Context: an optimization exercise on an open-source flow, tuned for small area, a short achievable clock period and few clock cycles. The choices shown serve that exercise and are no tape-out recipe. The RTL was checked by simulation tests, not by an equivalence proof against the original design. No activity file was given, so power comes from the tool's default toggle rates.

## try-ember
==> flow/design.v <==
`timescale 1ns / 1ps
package evq_pkg;
    typedef enum logic [1:0] {
        OP_POST  = 2'd0,
        OP_GET   = 2'd1,
        OP_PEEK  = 2'd2,
        OP_FLUSH = 2'd3
    } evq_op_t;
    typedef struct packed {
        logic [15:0]        ev_type;
        logic [15:0]        message;
        logic [15:0]        modifiers;
        logic signed [15:0] x;
        logic signed [15:0] y;
        logic [31:0]        stamp;
    } evq_rec_t;
    localparam int REC_W = 5 * 16 + 32;   
    typedef struct packed {
        logic hit;      
        logic at_end;   
    } evq_stat_t;
endpackage
`timescale 1ns / 1ps
module evq_match #(
    parameter int N = 15
) (
    input  logic [N-1:0] type_match,
    input  logic [N-1:0] live,
    input  logic [N-1:0] at_or_after_head,
    output logic [N-1:0] hits,
    output logic [N-1:0] first,
    output logic         any_hit,
    output logic         two_hits
);
    logic [N-1:0][N-1:0] ahead;    
    assign hits = type_match & live;
    always_comb
    begin
        for (int i = 0; i < N; i++)
        begin
            for (int j = 0; j < N; j++)
            begin
                if (j < i)
                begin
                    ahead[i][j] = live[j] && (at_or_after_head[j] || !at_or_after_head[i]);
                end
                else if (j > i)
                begin
                    ahead[i][j] = live[j] && at_or_after_head[j] && !at_or_after_head[i];
                end
                else
                begin
                    ahead[i][j] = 1'b0;
                end
            end
        end
    end
    always_comb
    begin
        for (int i = 0; i < N; i++)
        begin
            first[i] = hits[i] && !(|(type_match & ahead[i]));
        end
    end
    assign any_hit = |hits;
    always_comb
    begin
        two_hits = 1'b0;
        for (int i = 1; i < N; i++)
        begin
            two_hits = two_hits | (hits[i] & |(hits & N'((1 << i) - 1)));
        end
    end
endmodule
`timescale 1ns / 1ps
module evq_ram #(
    parameter int WIDTH = 112,
    parameter int DEPTH = 15
) (
    input  logic                        clk,
    input  logic [DEPTH-1:0]            we,
    input  logic [WIDTH-1:0]            wdata,
    output logic [DEPTH-1:0][WIDTH-1:0] words
);
    logic [DEPTH-1:0][WIDTH-1:0] mem;
    always_ff @(posedge clk)
    begin
        for (int i = 0; i < DEPTH; i++)
        begin
            if (we[i])
            begin
                mem[i] <= wdata;
            end
        end
    end
    assign words = mem;
endmodule
`timescale 1ns / 1ps
module masked_event_ring_queue #(
    parameter int QUEUE_DEPTH = 16
) (
    input  logic               clk,
    input  logic               rst_n,
    input  logic               in_valid,
    output logic               in_stall,
    input  logic [1:0]         op,
    input  logic [15:0]        mask,
    input  logic [15:0]        ev_type,
    input  logic [15:0]        ev_message,
    input  logic [15:0]        ev_modifiers,
    input  logic signed [15:0] ev_x,
    input  logic signed [15:0] ev_y,
    input  logic [31:0]        now_tick,
    input  logic signed [15:0] cur_x,
    input  logic signed [15:0] cur_y,
    input  logic [15:0]        cur_modifiers,
    output logic               out_valid,
    input  logic               out_stall,
    output logic               found,
    output logic [15:0]        out_type,
    output logic [15:0]        out_message,
    output logic [15:0]        out_modifiers,
    output logic signed [15:0] out_x,
    output logic signed [15:0] out_y,
    output logic [31:0]        out_when
);
    localparam int N = QUEUE_DEPTH;
    localparam int W = evq_pkg::REC_W;
    logic [N-1:0]        hoh_reg;        
    logic [N-1:0]        toh_reg;        
    logic [N-1:0]        hge_reg;        
    logic [N-1:0]        live_reg;       
    logic [N-1:0]        dead_reg;       
    logic                fp1_reg;        
    logic                fp2_reg;        
    logic [N-1:0]        fl_drop_reg;    
    logic [8:0]          cnt_01_reg;     
    logic [8:0]          cnt_23_reg;     
    logic                stall_out_reg;  
    logic                stall_fl_reg;   
    logic                hz_reg;         
    logic                a_vld_reg;
    logic                a_get_reg;
    logic                a_flush_reg;
    logic [N-1:0]        a_tm_reg;
    logic [15:0]         a_cx_reg, a_cy_reg, a_cmod_reg;
    logic                v1_reg;
    logic                found1_reg;
    logic [N-1:0]        sel1_reg;
    logic [15:0]         cx1_reg, cy1_reg, cmod1_reg;
    logic                out_vld_reg;
    logic                out_found_reg;
    evq_pkg::evq_rec_t   out_rec_reg;
    logic                s2_free;
    logic                s1_stuck;
    logic                b_go;
    logic                acc;
    logic                acc_post;
    logic                acc_query;
    evq_pkg::evq_rec_t   post_rec;
    evq_pkg::evq_rec_t   rd_rec;
    logic [N-1:0][W-1:0] words;
    logic [N-1:0]        tm_in;
    logic [N-1:0]        we;
    logic [N-1:0]        hits;
    logic [N-1:0]        first;
    logic                any_hit;
    logic                take1;
    logic                two_hits;
    logic                took;
    logic                drop;
    logic                step1;
    logic [8:0]          cnt_01, cnt_23;
    logic [N-1:0]        c_gt;           
    logic [3:0][4:0]     cnt_g;          
    logic [N-1:0]        fl_drop;        
    logic [N-1:0]        fl_head;        
    logic [N-1:0]        fl_hge;         
    logic [N-1:0]        hoh_e, hge_e;   
    logic [N-1:0]        hge_pri;        
    logic [N-1:0]        hoh_next, toh_next, hge_next, live_next, dead_next;
    logic                full;
    function automatic logic [4:0] cnt4(input logic [3:0] b);
        cnt4 = '0;
        for (int m = 0; m < 16; m++)
        begin
            if (b == 4'(m))
            begin
                cnt4[(m & 1) + ((m >> 1) & 1) + ((m >> 2) & 1) + ((m >> 3) & 1)] = 1'b1;
            end
        end
    endfunction
    function automatic logic [8:0] add_oh44(input logic [4:0] a, input logic [4:0] b);
        add_oh44 = '0;
        for (int i = 0; i < 5; i++)
        begin
            for (int j = 0; j < 5; j++)
            begin
                add_oh44[i+j] = add_oh44[i+j] | (a[i] & b[j]);
            end
        end
    endfunction
    function automatic logic [N-1:0] rot1(input logic [N-1:0] v);
        rot1 = {v[N-2:0], v[N-1]};
    endfunction
    assign s2_free   = !out_vld_reg || !out_stall;
    assign s1_stuck  = v1_reg && !s2_free;
    assign b_go      = a_vld_reg && !fp1_reg && !s1_stuck;
    assign in_stall  = (stall_out_reg && out_stall) || stall_fl_reg || hz_reg;
    assign acc       = in_valid && !s1_stuck && !(a_vld_reg && fp1_reg) && !hz_reg;
    assign acc_post  = acc && (op == evq_pkg::OP_POST);
    assign acc_query = acc && (op != evq_pkg::OP_POST);
    always_comb
    begin
        post_rec.ev_type   = ev_type;
        post_rec.message   = ev_message;
        post_rec.modifiers = ev_modifiers;
        post_rec.x         = ev_x;
        post_rec.y         = ev_y;
        post_rec.stamp     = now_tick;
    end
    assign we = hz_reg ? '0 : toh_reg;
    evq_ram #(
        .WIDTH (W),
        .DEPTH (N)
    ) u_ram (
        .clk   (clk),
        .we    (we),
        .wdata (post_rec),
        .words (words)
    );
    always_comb
    begin
        for (int i = 0; i < N; i++)
        begin
            tm_in[i] = |(words[i][W-1 -: 16] & mask);
        end
    end
    evq_match #(
        .N (N)
    ) u_match (
        .type_match       (a_tm_reg),
        .live             (live_reg & ~dead_reg),
        .at_or_after_head (hge_pri),
        .hits             (hits),
        .first            (first),
        .any_hit          (any_hit),
        .two_hits         (two_hits)
    );
    assign took      = b_go && any_hit && (a_get_reg || a_flush_reg);
    assign take1     = b_go && any_hit && (a_get_reg || a_flush_reg);
    assign full      = |(rot1(toh_reg) & hoh_e);
    assign drop      = acc_post && !fp1_reg && full && !took;
    assign step1     = take1 || drop;
    assign toh_next  = acc_post ? rot1(toh_reg) : toh_reg;
    always_comb
    begin
        for (int g = 0; g < 4; g++)
        begin
            cnt_g[g] = cnt4(hits[4*g +: 4]);
        end
        cnt_01 = add_oh44(cnt_g[0], cnt_g[1]);
        cnt_23 = add_oh44(cnt_g[2], cnt_g[3]);
        for (int k = 0; k < N; k++)
        begin
            c_gt[k] = 1'b0;
            for (int a = 0; a < 9; a++)
            begin
                for (int b = 0; b < 9; b++)
                begin
                    if (a + b > k)
                    begin
                        c_gt[k] = c_gt[k] | (cnt_01_reg[a] & cnt_23_reg[b]);
                    end
                end
            end
        end
        for (int i = 0; i < N; i++)
        begin
            fl_drop[i] = 1'b0;
            for (int k = 0; k < N; k++)
            begin
                if (k < N - 1)
                begin
                    fl_drop[i] = fl_drop[i] | (hoh_reg[(i - k + N) % N] & c_gt[k+1]);
                end
            end
        end
        for (int i = 0; i < N; i++)
        begin
            fl_head[i] = fl_drop_reg[(i + N - 1) % N] & !fl_drop_reg[i];
        end
        fl_hge = fl_drop_reg[N-1] ? ~(fl_drop_reg & ~hge_reg) : (hge_reg & ~fl_drop_reg);
        hoh_e  = fp2_reg ? fl_head : hoh_reg;
        hge_e  = fp2_reg ? fl_hge : hge_reg;
        hge_pri = hge_reg | ((fp2_reg && fl_drop_reg[N-1]) ? '1 : '0);
    end
    always_comb
    begin
        dead_next = (dead_reg
                     | ((b_go && a_get_reg) ? first : '0)
                     | ((b_go && a_flush_reg) ? hits : '0))
                    & ~(acc_post ? toh_reg : '0);
        if (fp1_reg)
        begin
            hoh_next  = hoh_reg;
            hge_next  = hge_reg;
            live_next = (live_reg & ~fl_drop) | (acc_post ? toh_reg : '0);
        end
        else
        begin
            hoh_next  = step1 ? rot1(hoh_e) : hoh_e;
            hge_next  = step1 ? (hoh_e[N-1] ? '1 : (hge_e & ~hoh_e)) : hge_e;
            live_next = (live_reg & ~(step1 ? hoh_e : '0)) | (acc_post ? toh_reg : '0);
        end
    end
    always_ff @(posedge clk or negedge rst_n)
    begin
        if (!rst_n)
        begin
            hoh_reg     <= N'(1);
            toh_reg     <= N'(1);
            hge_reg     <= '1;
            live_reg    <= '0;
            fp1_reg     <= 1'b0;
            fp2_reg     <= 1'b0;
            a_vld_reg   <= 1'b0;
            v1_reg      <= 1'b0;
            out_vld_reg <= 1'b0;
            stall_out_reg <= 1'b0;
            stall_fl_reg  <= 1'b0;
            hz_reg        <= 1'b0;
        end
        else
        begin
            hoh_reg     <= hoh_next;
            toh_reg     <= toh_next;
            hge_reg     <= hge_next;
            live_reg    <= live_next;
            fp1_reg     <= b_go && a_flush_reg && two_hits;
            fp2_reg     <= fp1_reg;
            a_vld_reg   <= acc_query || (a_vld_reg && !b_go);
            v1_reg      <= b_go || s1_stuck;
            out_vld_reg <= v1_reg || (out_vld_reg && out_stall);
            stall_out_reg <= (b_go || s1_stuck) && (v1_reg || (out_vld_reg && out_stall));
            stall_fl_reg  <= (acc_query || (a_vld_reg && !b_go)) && (b_go && a_flush_reg && two_hits);
            hz_reg        <= (b_go && !a_flush_reg && full && acc_post && |(hits & hoh_e))
                             || (hz_reg && s1_stuck);
        end
    end
    always_ff @(posedge clk)
    begin
        dead_reg      <= dead_next;
        cnt_01_reg    <= cnt_01;
        cnt_23_reg    <= cnt_23;
        fl_drop_reg   <= fl_drop;
        if (!a_vld_reg || b_go)
        begin
            a_get_reg   <= (op == evq_pkg::OP_GET);
            a_flush_reg <= (op == evq_pkg::OP_FLUSH);
            a_tm_reg    <= tm_in;
            a_cx_reg    <= cur_x;
            a_cy_reg    <= cur_y;
            a_cmod_reg  <= cur_modifiers;
        end
        if (!s1_stuck)
        begin
            found1_reg <= any_hit && !a_flush_reg;
            sel1_reg   <= a_flush_reg ? '0 : first;
            cx1_reg    <= a_cx_reg;
            cy1_reg    <= a_cy_reg;
            cmod1_reg  <= a_cmod_reg;
        end
        if (s2_free)
        begin
            out_found_reg <= found1_reg;
            out_rec_reg   <= rd_rec;
        end
    end
    always_comb
    begin
        rd_rec = '0;
        for (int i = 0; i < N; i++)
        begin
            rd_rec = rd_rec | ({W{sel1_reg[i]}} & words[i]);
        end
        if (!found1_reg)
        begin
            rd_rec.modifiers = cmod1_reg;
            rd_rec.x         = cx1_reg;
            rd_rec.y         = cy1_reg;
        end
    end
    assign out_valid     = out_vld_reg;
    assign found         = out_found_reg;
    assign out_type      = out_rec_reg.ev_type;
    assign out_message   = out_rec_reg.message;
    assign out_modifiers = out_rec_reg.modifiers;
    assign out_x         = out_rec_reg.x;
    assign out_y         = out_rec_reg.y;
    assign out_when      = out_rec_reg.stamp;
endmodule
make LEC_CHECK=0 ABC_CLOCK_PERIOD_IN_PS=2000 CAP_MARGIN=20 CORE_MARGIN=2 CORE_UTILIZATION=55 CTS_CLUSTER_DIAMETER=80 CTS_CLUSTER_SIZE=25 PLACE_DENSITY=0.68 SETUP_SLACK_MARGIN=2.6 SLEW_MARGIN=20 finish   # period 5.0 ns
run.sh (not shown) runs the stock make flow with config.mk's settings and CLKGATE_MAP_FILE= SYNTH_SCRIPT=/design/flow/synth_recipe.tcl, a recipe that flattens the netlist after the stock synthesis.
Testbench counts of try-ember, summed over its fixed seeds: cycles 8,205.
What try-sierra does differently from try-ember at the input level:
--- a/flow/design.v
+++ b/flow/design.v
@@ -30,6 +30,5 @@
     output logic [N-1:0] hits,
     output logic [N-1:0] first,
-    output logic         any_hit,
-    output logic         two_hits
+    output logic         any_hit
 );
     logic [N-1:0][N-1:0] ahead;    
@@ -64,12 +63,4 @@
     end
     assign any_hit = |hits;
-    always_comb
-    begin
-        two_hits = 1'b0;
-        for (int i = 1; i < N; i++)
-        begin
-            two_hits = two_hits | (hits[i] & |(hits & N'((1 << i) - 1)));
-        end
-    end
 endmodule
 `timescale 1ns / 1ps
@@ -137,4 +128,5 @@
     logic [8:0]          cnt_01_reg;     
     logic [8:0]          cnt_23_reg;     
+    logic                fl_post_reg;    
     logic                stall_out_reg;  
     logic                stall_fl_reg;   
@@ -167,5 +159,4 @@
     logic                any_hit;
     logic                take1;
-    logic                two_hits;
     logic                took;
     logic                drop;
@@ -208,5 +199,6 @@
     assign b_go      = a_vld_reg && !fp1_reg && !s1_stuck;
     assign in_stall  = (stall_out_reg && out_stall) || stall_fl_reg || hz_reg;
-    assign acc       = in_valid && !s1_stuck && !(a_vld_reg && fp1_reg) && !hz_reg;
+    assign acc       = in_valid && !s1_stuck && !(a_vld_reg && fp1_reg)
+                       && !(fp1_reg && fl_post_reg) && !hz_reg;
     assign acc_post  = acc && (op == evq_pkg::OP_POST);
     assign acc_query = acc && (op != evq_pkg::OP_POST);
@@ -245,9 +237,8 @@
         .hits             (hits),
         .first            (first),
-        .any_hit          (any_hit),
-        .two_hits         (two_hits)
+        .any_hit          (any_hit)
     );
     assign took      = b_go && any_hit && (a_get_reg || a_flush_reg);
-    assign take1     = b_go && any_hit && (a_get_reg || a_flush_reg);
+    assign take1     = b_go && any_hit && a_get_reg;
     assign full      = |(rot1(toh_reg) & hoh_e);
     assign drop      = acc_post && !fp1_reg && full && !took;
@@ -281,8 +272,5 @@
             for (int k = 0; k < N; k++)
             begin
-                if (k < N - 1)
-                begin
-                    fl_drop[i] = fl_drop[i] | (hoh_reg[(i - k + N) % N] & c_gt[k+1]);
-                end
+                fl_drop[i] = fl_drop[i] | (hoh_reg[(i - k + N) % N] & c_gt[k]);
             end
         end
@@ -338,5 +326,5 @@
             hge_reg     <= hge_next;
             live_reg    <= live_next;
-            fp1_reg     <= b_go && a_flush_reg && two_hits;
+            fp1_reg     <= b_go && a_flush_reg && any_hit;
             fp2_reg     <= fp1_reg;
             a_vld_reg   <= acc_query || (a_vld_reg && !b_go);
@@ -344,5 +332,6 @@
             out_vld_reg <= v1_reg || (out_vld_reg && out_stall);
             stall_out_reg <= (b_go || s1_stuck) && (v1_reg || (out_vld_reg && out_stall));
-            stall_fl_reg  <= (acc_query || (a_vld_reg && !b_go)) && (b_go && a_flush_reg && two_hits);
+            stall_fl_reg  <= ((acc_query || (a_vld_reg && !b_go)) && (b_go && a_flush_reg && any_hit))
+                             || (b_go && a_flush_reg && any_hit && full && acc_post);
             hz_reg        <= (b_go && !a_flush_reg && full && acc_post && |(hits & hoh_e))
                              || (hz_reg && s1_stuck);
@@ -355,4 +344,5 @@
         cnt_23_reg    <= cnt_23;
         fl_drop_reg   <= fl_drop;
+        fl_post_reg   <= full && acc_post;
         if (!a_vld_reg || b_go)
         begin
@@ -372,5 +362,13 @@
             cmod1_reg  <= a_cmod_reg;
         end
-        if (s2_free)
+    end
+    always_ff @(posedge clk or negedge rst_n)
+    begin
+        if (!rst_n)
+        begin
+            out_found_reg <= 1'b0;
+            out_rec_reg   <= '0;
+        end
+        else if (s2_free)
         begin
             out_found_reg <= found1_reg;
--- outcome ---
- Both conditions hold for try-sierra: the flow ran to the end and the final layout passed the timing, DRC and antenna checks.
- Comparing data required time at the worst endpoint for try-ember and try-sierra, the bigger number came from try-ember.
- Detailed-routed wire length on met3 went up by more than 10% going from try-ember to try-sierra.
- Remaining max-slew budget at the tightest pin delta (try-sierra − try-ember): favourable
- Comparing final design area excluding fillers for try-ember and try-sierra, the smaller number came from try-ember.
- try-sierra vs try-ember on maximum VDD drop: try-sierra is the lower one.
- The actual slew at the worst max-slew pin in try-sierra sits 0.069 ns below the value recorded for try-ember.
- Compared with try-ember, try-sierra shows area enclosed by the die boundary higher by about 1.7%.
- try-ember → try-sierra: worst setup slack has increased, clock network fraction of design power has increased, count of antenna diodes in the layout has increased, total length of routed wires has increased, sequential share of layout area has decreased.
Testbench counts of try-sierra, summed over its fixed seeds: cycles 8,394.

[port drivers added, routing unchanged]
No port has a modelled driver above. Below, the same layouts with a new extraction and two added sets of constraints.
Step 1 sets driving cells, clkbuf_16 on the clock port and buf_2 on the other inputs (assumed; they add their load-dependent delay and slew).
Step 2 also shifts input and output timing later by t, the mid clock arrival at the registers, as if the neighbouring blocks saw the same clock.
Slacks: no drivers / after step 1 / after step 2; pairs: no drivers / after step 1.
run | t, ns | setup WS [ns] | worst hold slack (ns) | worst setup path after step 2 | pins driven straight from the clock port
try-ember | 0.856 | 2.164 / 2.164 / 1.658 | 0.382 / 0.351 / 0.423 | input to register | 1
try-sierra | 0.849 | 2.217 / 2.208 / 1.518 | 0.269 / 0.274 / 0.426 | input to register | 1
After both steps setup and hold are still met in every run listed. The setup slack of try-sierra, which loses most, moves by -0.009 ns with the drivers and by -0.699 ns with both steps.
